Background: an optimization exercise with open tools, aiming at small area, a short achievable clock period and few clock cycles per item. Do not read the settings as production practice.
The RTL was checked by simulation tests, not by an equivalence proof against the original design.
Power figures rest on the tool's default switching activity, not on a simulated workload.

## job 3320
// scalar_kalman_filter
module scalar_kalman_filter (
  input  logic                          clk_i,
  input  logic                          rst_ni,
  input  logic                          sample_valid_i,
  output logic                          sample_ready_o,
  input  logic [skf_pkg::SampleW-1:0]   sample_i,
  output logic                          estimate_valid_o,
  input  logic                          estimate_ready_i,
  output logic [skf_pkg::EstW-1:0]      estimate_o,
  input  logic                          cfg_valid_i,
  output logic                          cfg_ready_o,
  input  logic [skf_pkg::CfgIdxW-1:0]   cfg_index_i,
  input  logic [skf_pkg::CfgDataW-1:0]  cfg_data_i
);
  logic [31:0] q_q, r_q, p_q;
  logic [31:0] x_q;
  logic        out_valid_q;
  logic        bvalid_q;
  logic [15:0] b_q;
  localparam int S_IDLE = 0, S_DEN = 1, S_DIV = 2, S_ACC = 3, S_FIN = 4;
  logic [4:0]  pst_q;
  ...
Size: about 4,200 cells after synthesis, roughly 90 I/O pins.
clock: 5.0 ns
lec_check: 0
abc_area: 1
cap_margin: 20
core_margin: 2
core_utilization: 40
slew_margin: 20
run.sh (not shown) runs the stock make flow with config.mk's settings and CLKGATE_MAP_FILE= SYNTH_SCRIPT=/design/flow/synth_recipe.tcl, a recipe that flattens the netlist after the stock synthesis.
Testbench counts of job 3320, summed over its fixed seeds: cycles 53,024, items 4,800.
Edits applied to the flow inputs when going from job 3320 to job 9673:
--- a/flow/design.v
+++ b/flow/design.v
@@ -972,20 +972,21 @@
   logic        qvalid_q;    
   logic        conv_q;      
   logic        chk_q;       
   localparam logic [1:0] X_IDLE = 2'd0, X_MUL = 2'd1, X_FIN = 2'd2;
   logic [1:0]  xst_q;
   logic [2:0]  xcnt_q;
   logic [32:0] d_q;
   logic [24:0] kx_q;
   logic [5:0]  bsel_q;      
   logic        first_q;
+  logic        xfin_q;      
   logic [32:0] acc_q;
   logic [3:0]  lo_q;
   logic [33:0] alu_a, alu_b, alu_s;
   logic [31:0] alu_sat;
   logic        alu_ci;
   assign alu_a  = pst_q[S_IDLE] ? {2'b00, p_q} : {2'b00, pp_q};
   assign alu_b  = ({34{pst_q[S_IDLE]}} & {2'b00, q_q}) |
                   ({34{pst_q[S_DEN]}}  & {2'b00, r_q}) |
                   ({34{pst_q[S_FIN]}}  & ~{2'b00, a_q[55:24]});
   assign alu_ci = pst_q[S_FIN] & !sticky_q;
@@ -1014,44 +1015,41 @@
   assign s3    = t_sum[35:1];
   always_comb begin
     if (zero_q)        begin qd = 2'd0; rem_n = rem4[31:0]; end
     else if (!s3[34])  begin qd = 2'd3; rem_n = s3[31:0];   end
     else if (!s2[34])  begin qd = 2'd2; rem_n = s2[31:0];   end
     else if (!s1[34])  begin qd = 2'd1; rem_n = s1[31:0];   end
     else               begin qd = 2'd0; rem_n = rem4[31:0]; end
   end
   logic [34:0] ax, ay, az, as_, ac;
   logic [35:0] alo;
-  logic [20:0] aup, aup_ones;
+  logic [20:0] aup, aup_inc;
   logic [55:0] a_n;
   assign ax  = {a_q[32:0], 2'b00};
   assign ay  = qr_q[1] ? {2'b00, pp_q, 1'b0} : 35'd0;
   assign az  = qr_q[0] ? {3'b000, pp_q} : 35'd0;
   assign as_ = ax ^ ay ^ az;
   assign ac  = (ax & ay) | (ax & az) | (ay & az);
   skf_bk36 u_alo (.a({1'b0, as_}), .b({ac, 1'b0}), .ci(1'b0), .s(alo), .co());
-  always_comb begin
-    aup_ones[0] = 1'b1;
-    for (int i = 1; i < 21; i++) aup_ones[i] = aup_ones[i-1] & a_q[33+i-1];
-  end
-  assign aup = a_q[53:33] ^ (aup_ones & {21{alo[35]}});
+  assign aup_inc = a_q[53:33] + 21'd1;
+  assign aup = alo[35] ? aup_inc : a_q[53:33];
   assign a_n = {aup, alo[34:0]};
   logic        kready, fin_ok, dload;
   logic [32:0] r33;
   logic [32:0] dl_a, dl_b, dl_c, dl_s, dl_cy;
   logic [33:0] dl_sum;
   logic [31:0] x_n;
   assign kready = qvalid_q || conv_q;
   assign fin_ok = !out_valid_q || estimate_ready_i;
   assign dload  = bvalid_q && kready &&
-                  ((xst_q == X_IDLE) || ((xst_q == X_FIN) && fin_ok));
-  assign r33 = (xst_q == X_FIN) ? {acc_q[28:0], lo_q} : 33'd0;
+                  ((xst_q == X_IDLE) || (xfin_q && fin_ok));
+  assign r33 = xfin_q ? {acc_q[28:0], lo_q} : 33'd0;
   assign dl_a  = {b_q[15], b_q, 16'h0000};
   assign dl_b  = ~{x_q[31], x_q};
   assign dl_c  = ~r33;
   assign dl_s  = dl_a ^ dl_b ^ dl_c;
   assign dl_cy = (dl_a & dl_b) | (dl_a & dl_c) | (dl_b & dl_c);
   skf_bk34 u_dadd (.a({dl_s, 1'b1}), .b({dl_cy[31:0], 1'b1, 1'b1}), .ci(1'b0),
                    .s(dl_sum), .co());
   skf_bk32 u_xadd (.a(x_q), .b({acc_q[27:0], lo_q}), .ci(1'b0), .s(x_n), .co());
   function automatic logic [5:0] booth2(input logic [3:0] k, input logic km1);
     logic a_neg, a_one, a_two, b_neg, b_one, b_two;
@@ -1087,20 +1085,21 @@
       p_q         <= skf_pkg::InitialCovarianceRst;
       x_q         <= '0;
       out_valid_q <= 1'b0;
       bvalid_q    <= 1'b0;
       pst_q       <= 5'b00001;
       pcnt_q      <= '0;
       qvalid_q    <= 1'b0;
       conv_q      <= 1'b0;
       chk_q       <= 1'b0;
       xst_q       <= X_IDLE;
+      xfin_q      <= 1'b0;
       xcnt_q      <= '0;
     end else begin
       if (sample_valid_i && !bvalid_q) bvalid_q <= 1'b1;
       else if (dload)                  bvalid_q <= 1'b0;
       chk_q <= pst_q[S_FIN];
       if (peq) conv_q <= 1'b1;
       if (start) pst_q <= 5'b00010;
       if (pst_q[S_DEN]) begin
         pst_q  <= 5'b00100;
         pcnt_q <= '0;
@@ -1115,23 +1114,27 @@
       if (pst_q[S_ACC]) pst_q <= 5'b10000;
       if (pst_q[S_FIN]) begin
         pst_q <= 5'b00001;
         p_q   <= alu_s[31:0];
       end
       if (dload && !(pst_q[S_DIV] && pcnt_q == 4'd11)) qvalid_q <= 1'b0;
       unique case (xst_q)
         X_IDLE: if (dload) begin xst_q <= X_MUL; xcnt_q <= '0; end
         X_MUL: begin
           xcnt_q <= xcnt_q + 3'd1;
-          if (xcnt_q == 3'd6) xst_q <= X_FIN;
+          if (xcnt_q == 3'd6) begin
+            xst_q  <= X_FIN;
+            xfin_q <= 1'b1;
+          end
         end
         X_FIN: if (fin_ok) begin
+          xfin_q <= 1'b0;
           x_q    <= x_n;
           xst_q  <= dload ? X_MUL : X_IDLE;
           xcnt_q <= '0;
         end
         default: xst_q <= X_IDLE;
       endcase
       if (xst_q == X_FIN && fin_ok) out_valid_q <= 1'b1;
       else if (estimate_ready_i)     out_valid_q <= 1'b0;
       if (cfg_valid_i) begin
         unique case (cfg_index_i)
Results
Job 9673 completed; timing, DRC and antenna clean
Compared job 9673 vs job 3320, and average detailed-routed wire length per instance is up in job 9673.
Higher non-clock buffer count was reported by job 3320, not job 9673.
Of job 9673 and job 3320, it is job 9673 that has the higher summed instance area of the synthesized netlist.
Compared with job 3320, overall power of the completed layout in job 9673 decreased slightly.
The register-to-register slack in job 9673 sits 170 ps above the value recorded for job 3320.
Compared job 3320 against job 9673; effective utilization at floorplan within noise.
NOTE synthesized cell count job 3320->job 9673 increased by a little under 10%
Of job 9673 and job 3320, job 3320 shows the lower footprint of the multi-input gates, with job 9673 above it.
Job 9673 vs job 3320, end point of the critical path: a_q[53] vs a_q[55]
Testbench counts of job 9673, summed over its fixed seeds: cycles 53,024, items 4,800.

scalar_kalman_filter, a different RTL version from the one above (not shown whole).
For scale: about 500 flip-flops, roughly 90 I/O pins.
Design scalar_kalman_filter, start of the top module:
module scalar_kalman_filter (
  input  logic                          clk_i,
  input  logic                          rst_ni,
  input  logic                          sample_valid_i,
  output logic                          sample_ready_o,
  input  logic [skf_pkg::SampleW-1:0]   sample_i,
  output logic                          estimate_valid_o,
  input  logic                          estimate_ready_i,
  output logic [skf_pkg::EstW-1:0]      estimate_o,
  input  logic                          cfg_valid_i,
  output logic                          cfg_ready_o,
  input  logic [skf_pkg::CfgIdxW-1:0]   cfg_index_i,
  input  logic [skf_pkg::CfgDataW-1:0]  cfg_data_i
);
==> flow/config.mk <==
export PLATFORM = sky130hd
export DESIGN_NAME = scalar_kalman_filter
export DESIGN_NICKNAME = scalar_kalman_filter
export VERILOG_FILES = /design/flow/design.v
export SDC_FILE = /design/flow/constraint.sdc
export NUM_CORES = 4
export LEC_CHECK = 0
export ABC_AREA = 1
export CAP_MARGIN = 20
export CORE_MARGIN = 2
export CORE_UTILIZATION = 40
export SETUP_SLACK_MARGIN = 0.5
export SLEW_MARGIN = 20
==> flow/constraint.sdc <==
create_clock -name core_clock -period 5.0 [get_ports {clk_i}]
set_input_delay 1.0000 -clock core_clock [delete_from_list [all_inputs] [get_ports {clk_i}]]
set_output_delay 1.0000 -clock core_clock [all_outputs]
set_load 0.01 [all_outputs]
The first run reached the layout checks and failed them: negative setup slack.
Testbench counts at the start, summed over its fixed seeds: cycles 34,563, items 4,800.
Next try:
--- a/flow/design.v
+++ b/flow/design.v
@@ -989,70 +989,29 @@
   assign f_a  = {2'b00, pp_q};
   assign f_b  = ~{2'b00, us_q, a_q[34:24]};
   assign f_c  = ~{2'b00, uc_q, 11'd0};
   assign f_s  = f_a ^ f_b ^ f_c;
   assign f_c2 = {((f_a[32:0] & f_b[32:0]) | (f_a[32:0] & f_c[32:0]) | (f_b[32:0] & f_c[32:0])), 1'b1};
   assign alu_a  = ({34{pst_q[S_IDLE]}} & {2'b00, p_q}) |
                   ({34{pst_q[S_DEN]}}  & {2'b00, pp_q}) |
                   ({34{pst_q[S_FIN]}}  & f_s);
   assign alu_b  = ({34{pst_q[S_IDLE]}} & {2'b00, q_q}) |
                   ({34{pst_q[S_DEN]}}  & {2'b00, r_q}) |
                   ({34{pst_q[S_FIN]}}  & f_c2);
   assign alu_ci = pst_q[S_FIN] & (a_q[23:0] == 24'd0);
-  skf_bk34 u_palu (.a(alu_a), .b(alu_b), .ci(alu_ci), .s(alu_s), .co());
+  assign alu_s  = alu_a + alu_b + {33'd0, alu_ci};
   assign alu_sat = alu_s[32] ? 32'hFFFF_FFFF : alu_s[31:0];
   logic int_bit, zero_n;
   assign zero_n  = (pp_q == 32'd0) && (r_q == 32'd0);
   assign int_bit = ((r_q == 32'd0) || (pp_q == 32'hFFFF_FFFF)) && !zero_n;
-  function automatic logic [5:0] lzc32(input logic [31:0] x);
-    logic [15:0] v1, c1;
-    logic [7:0]  v2;
-    logic [15:0] c2;
-    logic [3:0]  v3;
-    logic [11:0] c3;
-    logic [1:0]  v4;
-    logic [7:0]  c4;
-    for (int g = 0; g < 16; g++) begin
-      v1[g] = x[2*g+1] | x[2*g];
-      c1[g] = !x[2*g+1];
-    end
-    for (int g = 0; g < 8; g++) begin
-      v2[g] = v1[2*g+1] | v1[2*g];
-      c2[2*g+:2] = v1[2*g+1] ? {1'b0, c1[2*g+1]} : {1'b1, c1[2*g]};
-    end
-    for (int g = 0; g < 4; g++) begin
-      v3[g] = v2[2*g+1] | v2[2*g];
-      c3[3*g+:3] = v2[2*g+1] ? {1'b0, c2[2*(2*g+1)+:2]} : {1'b1, c2[2*(2*g)+:2]};
-    end
-    for (int g = 0; g < 2; g++) begin
-      v4[g] = v3[2*g+1] | v3[2*g];
-      c4[4*g+:4] = v3[2*g+1] ? {1'b0, c3[3*(2*g+1)+:3]} : {1'b1, c3[3*(2*g)+:3]};
-    end
-    if (!(v4[1] | v4[0])) lzc32 = 6'd32;
-    else                  lzc32 = v4[1] ? {2'b00, c4[7:4]} : {2'b01, c4[3:0]};
-  endfunction
-  logic [5:0]  lz_pp, lz_r, lz_m;
-  logic [6:0]  lz_t;
-  logic [3:0]  skip;
-  logic [31:0] pp_sh;
-  assign lz_pp = lzc32(pp_q);
-  assign lz_r  = lzc32(r_q);
-  assign lz_m  = (lz_r < lz_pp) ? lz_r : lz_pp;
-  assign lz_t  = {1'b0, lz_pp} - {1'b0, lz_m} - 7'd1;
-  always_comb begin
-    if (lz_t[6])             skip = 4'd0;
-    else if (lz_t[5:1] > 11) skip = 4'd11;
-    else                     skip = lz_t[4:1];
-  end
-  assign pp_sh = pp_q << {skip, 1'b0};
   logic peq, start;
   assign peq   = chk_q && (den_q == p_q);
   assign start = pst_q[S_IDLE] && bvalid_q && !qvalid_q && !conv_q && !peq;
   logic [33:0] rem4;
   logic [34:0] s1, s2, s3, t_x, t_y, t_z, t_s, t_c;
   logic [35:0] t_sum;
   logic [1:0]  qd;
   logic [31:0] rem_n;
   assign rem4  = {rem_q, 2'b00};
   skf_bk35 u_s1 (.a({1'b0, rem4}), .b(~{3'b000, den_q}), .ci(1'b1), .s(s1), .co());
   skf_bk35 u_s2 (.a({1'b0, rem4}), .b(~{2'b00, den_q, 1'b0}), .ci(1'b1), .s(s2), .co());
   assign t_x   = {1'b0, rem4};
@@ -1167,25 +1126,25 @@
       chk_q       <= 1'b0;
       xst_q       <= X_IDLE;
       xfin_q      <= 1'b0;
       xstep_q     <= 1'b0;
     end else begin
       if (sample_valid_i && !bvalid_q) bvalid_q <= 1'b1;
       else if (dload)                  bvalid_q <= 1'b0;
       chk_q <= pst_q[S_FIN];
       if (peq) conv_q <= 1'b1;
       if (start) pst_q <= 5'b00010;
       if (pst_q[S_DEN]) begin
         pst_q  <= 5'b00100;
-        pcnt_q <= skip;
+        pcnt_q <= '0;
       end
       if (pst_q[S_DIV]) begin
         pcnt_q <= pcnt_q + 4'd1;
         if (pcnt_q == 4'd11) begin
           pst_q    <= 5'b01000;
           qvalid_q <= 1'b1;
         end
       end
       if (pst_q[S_ACC]) pst_q <= 5'b10000;
       if (pst_q[S_FIN]) begin
         pst_q <= 5'b00001;
         p_q   <= alu_s[31:0];
@@ -1224,25 +1183,25 @@
       end
     end
   end
   always_ff @(posedge clk_i) begin
     if (sample_valid_i && !bvalid_q) b_q <= sample_i;
     if (pst_q[S_IDLE]) pp_q <= alu_sat;
     if (pst_q[S_DEN]) begin
       den_q  <= alu_sat;
       zero_q <= zero_n;
     end else if (pst_q[S_FIN]) begin
       den_q  <= p_q;
     end
-    rem_q <= pst_q[S_DEN] ? (int_bit ? 32'd0 : pp_sh) : rem_n;
+    rem_q <= pst_q[S_DEN] ? (int_bit ? 32'd0 : pp_q) : rem_n;
     if (pst_q[S_DEN])      qr_q <= {24'd0, int_bit};
     else if (pst_q[S_DIV]) qr_q <= {qr_q[22:0], qd};
     if (pst_q[S_DEN]) begin
       a_q  <= '0;
       us_q <= '0;
       uc_q <= '0;
     end else begin
       a_q  <= alo[34:0];
       us_q <= {us_q[18:0], a_q[34:33]};
       uc_q <= {uc_q[18:0], 1'b0, alo[35]};
     end
     if (dload) begin
Now the flow went through all stages and came out clean.
Worst setup slack improved by 910 ps.
Sequential cell count does not change.
Sequential share of layout area climbs by 2.3 points.
Final area fell by 9.4%.
Total power went down by about 9%.
Core utilization decreases by 4.4 points.
Die area goes down by 0.62%.
Wire length shrinks by 6.0%.
Sequential power came out higher by about 0.8%.
Register-to-register slack gets better by 910 ps.
Fmax increases by about 20%.
Clock skew shrinks by 11 ps.
Final cell count came out lower by about 2.8%.
Testbench counts after the change, summed over its fixed seeds: cycles 38,079, items 4,800.

## separate check: timing with driven ports
In the flow no input, the clock included, has a driving cell. The finished layouts below were timed again as built, in two steps. Step 1 sets driving cells, clkbuf_16 on the clock port and buf_2 on the other inputs (assumed; they add their load-dependent delay and slew). Step 2, shift: input delay + t, output delay - t, t = (earliest + latest rising clock arrival at the registers) / 2. This alone moves slack from input paths to output paths. a / b / c = ideal / step 1 / step 2; a / b = the first two.
run	t (ns)	slack for setup (ns)	slew at the worst register clock pin (ns)	cell pins on the clock port's net
job 3320	0.717	0.325 / 0.325 / 0.325	0.07 / 0.07	1
job 9673	0.711	0.498 / 0.498 / 0.498	0.06 / 0.06	1
the first run of note 2	0.741	-0.206 / -0.206 / -0.206	0.07 / 0.07	1
the second run of note 2	0.718	0.704 / 0.704 / 0.704	0.07 / 0.07	1
